Source: an optimization exercise on an open RTL-to-GDS flow (aim: small area). Production flows keep margins and buffers that such runs may drop. Only simulation tests tie the RTL to the original design; equivalence was not proved.

==> job 3456 <==
==> flow/design.v (excerpt) <==
module mips_core
(
	input  logic        i_clk,
	input  logic        i_arst_n,
	output logic [31:0] o_imem_addr,
	input  logic [31:0] i_imem_data,
	output logic        o_wb_valid,
	output logic [4:0]  o_wb_addr,
	output logic [31:0] o_wb_data,
	output logic        o_st_valid,
	output logic [5:0]  o_st_addr,
	output logic [31:0] o_st_data
);
==> module memory_stage, before the edit <==
module memory_stage
(
	input  logic        i_clk,
	input  logic        i_clear,
	input  logic [5:0]  i_addr,
	input  logic        i_wr_en,
	input  logic [31:0] i_wr_data,
	output logic [31:0] o_rd_data
);
	logic [31:0] dmem [64];
	logic [63:0] hold;
	logic [63:0] sel;
	logic [31:0] wr_data;
	assign wr_data = i_wr_en ? i_wr_data : 32'd0;
	always_comb
	begin
		for (int i = 0; i < 64; i++)
		begin
			sel[i]  = (i_addr == 6'(i));
			hold[i] = !i_clear && !(i_wr_en && sel[i]);
		end
	end
	for (genvar i = 0; i < 64; i++)
	begin : g_word
		store_word u_word (
			.i_clk  (i_clk),
			.i_we   (sel[i]),
			.i_hold (hold[i]),
			.i_d    (wr_data),
			.o_q    (dmem[i])
		);
	end
	logic [21:0][31:0] n;
	for (genvar k = 0; k < 21; k++)
	begin : g_rd
		read_term3 u_rd (
			.i_s0 (sel[3*k]),  .i_s1 (sel[3*k+1]),  .i_s2 (sel[3*k+2]),
			.i_d0 (dmem[3*k]), .i_d1 (dmem[3*k+1]), .i_d2 (dmem[3*k+2]),
			.o_n  (n[k])
		);
	end
	assign n[21] = ~({32{sel[63]}} & dmem[63]);
	read_join #(.N(22)) u_join (.i_n (n), .o_y (o_rd_data));
endmodule
Settings: LEC_CHECK=0, ABC_AREA=1, CAP_MARGIN=20, CORE_MARGIN=2, CORE_UTILIZATION=45, SLEW_MARGIN=20, SYNTH_HIERARCHICAL=1; clock period 10.0 ns.
standard.sh (not shown) runs the stock make flow with config.mk's settings and CLKGATE_MAP_FILE= SYNTH_SCRIPT=/design/flow/synth_recipe.tcl, a recipe that flattens the netlist after the stock synthesis.
==> flow/flow/run.sh <==
#!/bin/bash
# Standard ORFS layout (the standard.sh) with two changes:
#  - the synthesis's final ABC mapping uses an area-oriented script
#    (see flow/my_synth.tcl); registers are mapped before ABC, so they
#    are the same as in the standard synthesis;
#  - clock tree synthesis clusters up to 30 sinks per leaf buffer and
#    inserts no dummy loads.
# Each tool's output is in the ORFS logs under orfs/logs; make's own
# output is in flow_make.log.
set -euo pipefail
here=$(pwd)
export MY_ABC_SCRIPT=$here/flow/amap.script
bash standard.sh SYNTH_SCRIPT=$here/flow/my_synth.tcl \
  "CTS_ARGS=-sink_clustering_enable -repair_clock_nets -dont_use_dummy_load -sink_clustering_size 30 -sink_clustering_max_diameter 80" \
  finish > $here/flow_make.log 2>&1
==> flow/flow/amap.script <==
strash; dch; amap; topo
==> flow/flow/my_synth.tcl <==
# The standard synthesis (synth_recipe.tcl), with one change: the final
# ABC technology mapping uses flow/amap.script (area-oriented mapping)
# instead of ORFS's abc script. Registers are mapped before ABC runs, so
# they are the same as in the standard synthesis.
proc synth {args} { yosys synth -nofsm -noshare {*}$args }
proc abc {args} {
  set i [lsearch -exact $args -script]
  if { $i >= 0 } { lset args [expr {$i + 1}] $::env(MY_ABC_SCRIPT) }
  yosys abc {*}$args
}
source $::env(SCRIPTS_DIR)/synth.tcl
# left out here: clear keep_hierarchy, flatten, clean up, hide names made inside functions, write 1_2_yosys.v
==> job 9671: changes against job 3456 <==
--- a/flow/design.v
+++ b/flow/design.v
@@ -330,8 +330,7 @@
 );
 	logic [31:0] dmem [64];
+	logic [63:0] we;
 	logic [63:0] hold;
 	logic [63:0] sel;
-	logic [31:0] wr_data;
-	assign wr_data = i_wr_en ? i_wr_data : 32'd0;
 	always_comb
 	begin
@@ -339,5 +338,6 @@
 		begin
 			sel[i]  = (i_addr == 6'(i));
-			hold[i] = !i_clear && !(i_wr_en && sel[i]);
+			we[i]   = i_wr_en && sel[i];
+			hold[i] = !i_clear && !we[i];
 		end
 	end
@@ -346,7 +346,7 @@
 		store_word u_word (
 			.i_clk  (i_clk),
-			.i_we   (sel[i]),
+			.i_we   (we[i]),
 			.i_hold (hold[i]),
-			.i_d    (wr_data),
+			.i_d    (i_wr_data),
 			.o_q    (dmem[i])
 		);
==> flow/flow/run.sh (replaced) <==
#!/bin/bash
# Standard ORFS layout (the standard.sh) with two changes:
#  - the synthesis's final ABC mapping uses an area-oriented script
#    (see flow/my_synth.tcl);
#  - clock tree synthesis uses larger sink clusters and no dummy loads.
set -euo pipefail
here=$(pwd)
export MY_ABC_SCRIPT=$here/flow/amap.script
bash standard.sh SYNTH_SCRIPT=$here/flow/my_synth.tcl \
  "CTS_ARGS=-sink_clustering_enable -repair_clock_nets -dont_use_dummy_load -sink_clustering_size 30 -sink_clustering_max_diameter 80" \
  finish > $here/flow_make.log 2>&1
CORE_UTILIZATION = 55   (was 45)
==> results.sh <==
export IMPL_outcome="finished clean"
export IMPL_p_comb_frac=0.061
export IMPL_synth_adder_area_share=0.00755
export IMPL_buf_share=0.0333
export IMPL_clkbuf_count=149
export IMPL_drt_iter0_drc=21300
export IMPL_worst_slew_pin_slew_ns=1.27
export IMPL_synthesis_area_um2=116000
export IMPL_clk_pin_slew_ns=0.08
export IMPL_final_util=0.510
export IMPL_clock_power_share=0.321
export IMPL_postPlaceCellArea_um2=127000
export IMPL_die_h_um=513
export IMPL_cp_max_fo=32
export IMPL_whs_ns=0.269
export IMPL_dr_pass1_iters=15
export IMPL_power_switching_w=0.00518
The numbers above come from job 3456.

==> results.sh <==
export IMPL_grt_pass1_wl_um=732000
export IMPL_postLayoutCellArea_um2=130000
export IMPL_synthesis_area_um2=117000
export IMPL_drt_iter0_drc=25500
export IMPL_p_comb_frac=0.071
export IMPL_setup_worst_path_start_class="flop"
export IMPL_whs_ns=0.300
export IMPL_synth_adder_area_share=0.00765
export IMPL_clock_power_share=0.308
export IMPL_postPlaceCellArea_um2=126000
export IMPL_dr_pass1_iters=22
export IMPL_final_util=0.618
export IMPL_die_h_um=464
export IMPL_grt_use_met1=0.584
export IMPL_worst_slew_pin_slew_ns=1.28
export IMPL_outcome="finished clean"
export IMPL_slowest_stage="nor2_4"
The numbers above come from job 9671.

[re-timing with driven ports]
The flow's constraints put no driver on any port. The routed layouts listed below were extracted and timed again, unchanged, in two steps. Step 1 assumes that a clkbuf_16 drives the clock port and a buf_2 every other input. Step 2, shift: input delay + t, output delay - t, t = (earliest + latest rising clock arrival at the registers) / 2. This alone moves slack from input paths to output paths. a / b / c = no drivers / after step 1 / after step 2; a / b = the first two.
run	shift t [ns]	setup WS [ns]	worst slew at a driven data input, ns
job 3456	0.913	1.049 / 1.049 / 1.049	0.05
job 9671	0.920	1.296 / 1.296 / 1.296	0.06
After both steps every run listed still meets setup and hold.
